From an optimization exercise on the open Yosys and OpenROAD flow, aimed at a short achievable clock period and few clock cycles per item; shortcuts taken in it are not production practice.
Function was checked by simulation only, so behaviour that the tests miss may differ from the original.
The clock port is modelled as an ideal driver, which makes a skipped or thinned clock tree look cheaper than it is; a real chip needs a root buffer or a tree.
Power figures rest on the tool's default switching activity, not on a simulated workload.

==> flow/design.v (excerpt) <==
module pu_sequencer #(
   parameter int WIDTH = 32,
   parameter int LEN   = 8,
   parameter int ROWS  = 4
) (
   input  logic                             clk,
   input  logic                             rst,
   input  logic                             wr_en,
   input  logic                             wr_sel,
   input  logic [$clog2(ROWS*LEN)-1:0]      wr_addr,
   input  logic [WIDTH-1:0]                 wr_data,
   input  logic                             start,
   output logic                             busy,
   output logic                             done,
   output logic                             pu_en,
   output logic [WIDTH-1:0]                 pu_x1, pu_x2, pu_x3, pu_x4,
   output logic [WIDTH-1:0]                 pu_w1, pu_w2, pu_w3, pu_w4,
   input  logic [WIDTH-1:0]                 pu_data,
   output logic                             out_valid,
   output logic [((ROWS > 1) ? $clog2(ROWS) : 1)-1:0] out_row,
   output logic [WIDTH-1:0]                 out_data
);
   localparam int AW  = $clog2(ROWS * LEN);
   localparam int NOP = ROWS * LEN / 4;       
   localparam int KW  = $clog2(NOP);          
   logic             wq_v    [1:NOP];
   logic             wq_sel  [1:NOP];
  ...
Size: about 370 I/O pins, about 66000 um2 of cells after synthesis.
make LEC_CHECK=0 CAP_MARGIN=20 CORE_MARGIN=2 CORE_UTILIZATION=50 SETUP_SLACK_MARGIN=3.2 SLEW_MARGIN=20 TNS_END_PERCENT=100 finish   # period 5.0 ns
run.sh (not shown) runs the stock make flow with config.mk's settings and CLKGATE_MAP_FILE= SYNTH_SCRIPT=/design/flow/synth_recipe.tcl, a recipe that flattens the netlist after the stock synthesis.
Testbench counts at the start, summed over its fixed seeds: cycles 10,328, items 1,200.
Edit:
Settings changed: CORE_UTILIZATION 50 to 40, SETUP_SLACK_MARGIN 3.2 to unset, TNS_END_PERCENT 100 to unset.
- routed wire length goes down by about a fifth
- via count goes down by roughly a tenth
- total power goes down by a few percent
- non-clock buffer count goes down by 381
- worst setup slack gets worse by 0.60 ns

========
The RTL this note starts from:
==> flow/design.v <==
module pu_sequencer #(
   parameter int WIDTH = 32,
   parameter int LEN   = 8,
   parameter int ROWS  = 4
) (
   input  logic                             clk,
   input  logic                             rst,
   input  logic                             wr_en,
   input  logic                             wr_sel,
   input  logic [$clog2(ROWS*LEN)-1:0]      wr_addr,
   input  logic [WIDTH-1:0]                 wr_data,
   input  logic                             start,
   output logic                             busy,
   output logic                             done,
   output logic                             pu_en,
   output logic [WIDTH-1:0]                 pu_x1, pu_x2, pu_x3, pu_x4,
   output logic [WIDTH-1:0]                 pu_w1, pu_w2, pu_w3, pu_w4,
   input  logic [WIDTH-1:0]                 pu_data,
   output logic                             out_valid,
   output logic [((ROWS > 1) ? $clog2(ROWS) : 1)-1:0] out_row,
   output logic [WIDTH-1:0]                 out_data
);
   localparam int AW  = $clog2(ROWS * LEN);
   localparam int NOP = ROWS * LEN / 4;       
   localparam int KW  = $clog2(NOP);          
   logic             busy_c;                   
   logic             wq_v    [1:NOP];
   logic             wq_sel  [1:NOP];
   logic [AW-1:0]    wq_addr [1:NOP];
   logic [WIDTH-1:0] wq_data [1:NOP];
   logic [LEN-1:0]   x_en;                     
   logic [3:0]       w_en    [1:NOP];          
   always_ff @(posedge clk) begin
      if (rst) begin
         for (int s = 1; s <= NOP; s++) wq_v[s] <= 1'b0;
         x_en <= '0;
         for (int s = 1; s <= NOP; s++) w_en[s] <= '0;
      end else begin
         wq_v[1] <= wr_en && !busy_c;
         for (int s = 2; s <= NOP; s++) wq_v[s] <= wq_v[s-1] && wq_sel[s-1];
         for (int k = 0; k < LEN; k++)
            x_en[k] <= wr_en && !busy_c && !wr_sel && wr_addr == AW'(k);
         for (int j = 0; j < 4; j++)
            w_en[1][j] <= wr_en && !busy_c && wr_sel && wr_addr == AW'(j);
         for (int s = 2; s <= NOP; s++)
            for (int j = 0; j < 4; j++)
               w_en[s][j] <= wq_v[s-1] && wq_sel[s-1] && wq_addr[s-1] == AW'(4 * (s - 1) + j);
      end
   end
   always_ff @(posedge clk) begin
      wq_sel[1]  <= wr_sel;
      wq_addr[1] <= wr_addr;
      wq_data[1] <= wr_data;
      for (int s = 2; s <= NOP; s++) begin
         wq_sel[s]  <= wq_sel[s-1];
         wq_addr[s] <= wq_addr[s-1];
         wq_data[s] <= wq_data[s-1];
      end
   end
   logic [WIDTH-1:0] x_buf [LEN];
   logic [WIDTH-1:0] w_buf [ROWS*LEN];
   always_ff @(posedge clk) begin
      for (int k = 0; k < LEN; k++)
         if (x_en[k]) x_buf[k] <= wq_data[1];
      for (int k = 0; k < ROWS * LEN; k++)
         if (w_en[1 + k/4][k % 4]) w_buf[k] <= wq_data[1 + k/4];
   end
   logic          s1, req, load;
   logic [KW-1:0] cnt;
   logic          s1_nx, req_nx, load_nx, busy_nx;
   logic [KW-1:0] cnt_nx;
   always_comb begin
      s1_nx   = start && !busy_c;
      req_nx  = s1 || (req && !load);
      cnt_nx  = (load || cnt != '0) ? cnt + 1'b1 : '0;
      load_nx = req_nx && cnt_nx == '0;
      busy_nx = (req_nx && s1_nx && cnt_nx == '0) ||
                ((req_nx || s1_nx) && cnt_nx != '0 && cnt_nx != KW'(NOP - 1));
      busy_c  = (req && s1 && cnt == '0) ||
                ((req || s1) && cnt != '0 && cnt != KW'(NOP - 1));
   end
   always_ff @(posedge clk) begin
      if (rst) begin
         s1   <= 1'b0;
         req  <= 1'b0;
         cnt  <= '0;
         load <= 1'b0;
         busy <= 1'b0;
      end else begin
         s1   <= s1_nx;
         req  <= req_nx;
         cnt  <= cnt_nx;
         load <= load_nx;
         busy <= busy_nx;
      end
   end
   logic [NOP-1:0]   slot_oh;                 
   logic [WIDTH-1:0] w_rd_nx [4];
   logic [WIDTH-1:0] x_hold  [4];
   logic [KW-1:0]    op_k;
   always_ff @(posedge clk) begin
      if (rst) slot_oh <= NOP'(1);
      else if (load || cnt != '0) slot_oh <= {slot_oh[NOP-2:0], slot_oh[NOP-1]};
      else slot_oh <= NOP'(1);
   end
   always_comb begin
      for (int j = 0; j < 4; j++) begin
         w_rd_nx[j] = '0;
         for (int s = 0; s < NOP; s++)
            w_rd_nx[j] = w_rd_nx[j] | ({WIDTH{slot_oh[s]}} & w_buf[4 * s + j]);
      end
   end
   always_ff @(posedge clk) begin
      op_k  <= cnt;
      pu_w1 <= w_rd_nx[0];
      pu_w2 <= w_rd_nx[1];
      pu_w3 <= w_rd_nx[2];
      pu_w4 <= w_rd_nx[3];
      if (load) begin
         pu_x1 <= x_buf[0];
         pu_x2 <= x_buf[1];
         pu_x3 <= x_buf[2];
         pu_x4 <= x_buf[3];
         for (int j = 0; j < 4; j++) x_hold[j] <= x_buf[4 + j];
      end else begin
         pu_x1 <= x_hold[0];
         pu_x2 <= x_hold[1];
         pu_x3 <= x_hold[2];
         pu_x4 <= x_hold[3];
         x_hold[0] <= pu_x1;
         x_hold[1] <= pu_x2;
         x_hold[2] <= pu_x3;
         x_hold[3] <= pu_x4;
      end
   end
   always_ff @(posedge clk) begin
      if (rst) pu_en <= 1'b0;
      else     pu_en <= load || cnt != '0;
   end
   localparam int BW = 4;                     
   localparam int NB = WIDTH / BW;            
   localparam int BL = $clog2(BW);
   logic             p_v, a_v, last_v;
   logic [KW-1:0]    p_k, a_k;
   logic [WIDTH-1:0] pd_q;
   logic [BW:0]      bs0 [NB];                
   logic [BW:0]      bs1 [NB];                
   logic [BW:0]      bs0_nx [NB];
   logic [BW:0]      bs1_nx [NB];
   logic [BW-1:0] bg [2][NB][BL+1];
   logic [BW-1:0] bp [2][NB][BL+1];
   logic [BW-1:0] ba [NB];
   logic [BW-1:0] bb [NB];
   logic [BW-1:0] bp0 [NB];
   always_comb begin
      for (int n = 0; n < NB; n++) begin
         ba[n]  = pu_data[BW*n +: BW];
         bb[n]  = pd_q[BW*n +: BW];
         bp0[n] = ba[n] ^ bb[n];
         for (int c = 0; c < 2; c++) begin
            bg[c][n][0] = ba[n] & bb[n];
            bp[c][n][0] = bp0[n];
            if (c == 1) bg[c][n][0][0] = ba[n][0] | bb[n][0];
            for (int l = 0; l < BL; l++)
               for (int i = 0; i < BW; i++)
                  if (i >= (1 << l)) begin
                     bg[c][n][l+1][i] = bg[c][n][l][i] | (bp[c][n][l][i] & bg[c][n][l][i - (1 << l)]);
                     bp[c][n][l+1][i] = bp[c][n][l][i] & bp[c][n][l][i - (1 << l)];
                  end else begin
                     bg[c][n][l+1][i] = bg[c][n][l][i];
                     bp[c][n][l+1][i] = bp[c][n][l][i];
                  end
         end
         bs0_nx[n][0] = bp0[n][0];
         bs1_nx[n][0] = ~bp0[n][0];
         for (int i = 1; i < BW; i++) begin
            bs0_nx[n][i] = bp0[n][i] ^ bg[0][n][BL][i-1];
            bs1_nx[n][i] = bp0[n][i] ^ bg[1][n][BL][i-1];
         end
         bs0_nx[n][BW] = bg[0][n][BL][BW-1];
         bs1_nx[n][BW] = bg[1][n][BL][BW-1];
      end
   end
   localparam int NL = $clog2(NB);
   logic [NB-1:0]    cg [NL+1];
   logic [NB-1:0]    cp [NL+1];
   logic [NB:0]      bc;
   logic [WIDTH-1:0] sum_nx;
   always_comb begin
      for (int n = 0; n < NB; n++) begin
         cg[0][n] = bs0[n][BW];
         cp[0][n] = bs1[n][BW];
      end
      for (int l = 0; l < NL; l++)
         for (int n = 0; n < NB; n++)
            if (n >= (1 << l)) begin
               cg[l+1][n] = cg[l][n] | (cp[l][n] & cg[l][n - (1 << l)]);
               cp[l+1][n] = cp[l][n] & cp[l][n - (1 << l)];
            end else begin
               cg[l+1][n] = cg[l][n];
               cp[l+1][n] = cp[l][n];
            end
      bc[0] = 1'b0;
      for (int n = 0; n < NB; n++) bc[n+1] = cg[NL][n];
      for (int n = 0; n < NB; n++)
         sum_nx[BW*n +: BW] = bc[n] ? bs1[n][BW-1:0] : bs0[n][BW-1:0];
   end
   always_ff @(posedge clk) begin
      pd_q     <= pu_data;
      p_k      <= op_k;
      a_k      <= p_k;
      for (int n = 0; n < NB; n++) begin
         bs0[n] <= bs0_nx[n];
         bs1[n] <= bs1_nx[n];
      end
      out_data <= sum_nx;
      out_row  <= a_k[KW-1:1];
   end
   always_ff @(posedge clk) begin
      if (rst) begin
         p_v       <= 1'b0;
         a_v       <= 1'b0;
         out_valid <= 1'b0;
         last_v    <= 1'b0;
         done      <= 1'b0;
      end else begin
         p_v       <= pu_en;
         a_v       <= p_v;
         out_valid <= a_v && a_k[0];
         last_v    <= a_v && a_k == KW'(NOP - 1);
         done      <= last_v;
      end
   end
endmodule
clock: 5.0 ns
lec_check: 0
cap_margin: 20
core_margin: 2
core_utilization: 62
cts_cluster_diameter: 80
cts_cluster_size: 30
setup_slack_margin: 3.2
slew_margin: 20
tns_end_percent: 100
standard.sh (not shown) runs the stock make flow with config.mk's settings and CLKGATE_MAP_FILE= SYNTH_SCRIPT=/design/flow/synth_recipe.tcl, a recipe that flattens the netlist after the stock synthesis.
==> flow/flow/run.sh <==
#!/bin/bash
# Standard ORFS layout, with one change to the clock tree after CTS: the
# buffers that TritonCTS puts above its leaf buffers are replaced by four
# root buffers driven by the clock port directly (flow/clktree.tcl). Every
# other step is the standard flow (standard.sh). Each tool's output
# goes to a log of its own in this folder.
set -euo pipefail
here=$(pwd)
bash standard.sh cts > std_cts.log 2>&1
RES=$here/orfs/results/$FLOW_PLATFORM/pu_sequencer/base \
   openroad -no_init -exit flow/clktree.tcl > clktree.log 2>&1
bash standard.sh finish > std_finish.log 2>&1
Other scripts of this flow, unchanged in this note and not shown: flow/flow/clktree.tcl
Testbench counts at the start, summed over its fixed seeds: cycles 10,328, items 1,200.
Next try:
--- a/flow/config.mk
+++ b/flow/config.mk
@@ -10 +10 @@
-export CORE_UTILIZATION = 62
+export CORE_UTILIZATION = 68
=>
- routed wire length came out lower by about 1.2%
- core utilization grows by 7.0 points
- area after synthesis does not change
No run of this note takes its clock network from TritonCTS; it comes from the design's own scripts or RTL.

==> what the ideal ports hide <==
Ports are ideal in the flow. The routed layouts listed here were re-timed in OpenROAD. Step 1 assumes that a clkbuf_16 drives the clock port and a buf_2 every other input. Step 2, shift: input delay + t, output delay - t, t = (earliest + latest rising clock arrival at the registers) / 2. This alone moves slack from input paths to output paths. Slacks: ideal / step 1 / step 2; pairs: ideal / step 1.
run | t (ns) | setup WS [ns] | worst setup path at the end
the first run of note 1 | 0.923 | 2.503 / 2.496 / 2.503 | register to register
the second run of note 1 | 0.920 | 1.903 / 1.903 / 1.903 | register to register
the first run of note 2 | 0.673 | 3.007 / 2.835 / 2.691 | input to register
the second run of note 2 | 0.666 | 2.960 / 2.791 / 2.699 | input to register
After both steps setup and hold are still met in every run listed. For the first run of note 2, which loses most, drivers alone change the setup slack by -0.172 ns; drivers and shift together by -0.316 ns.
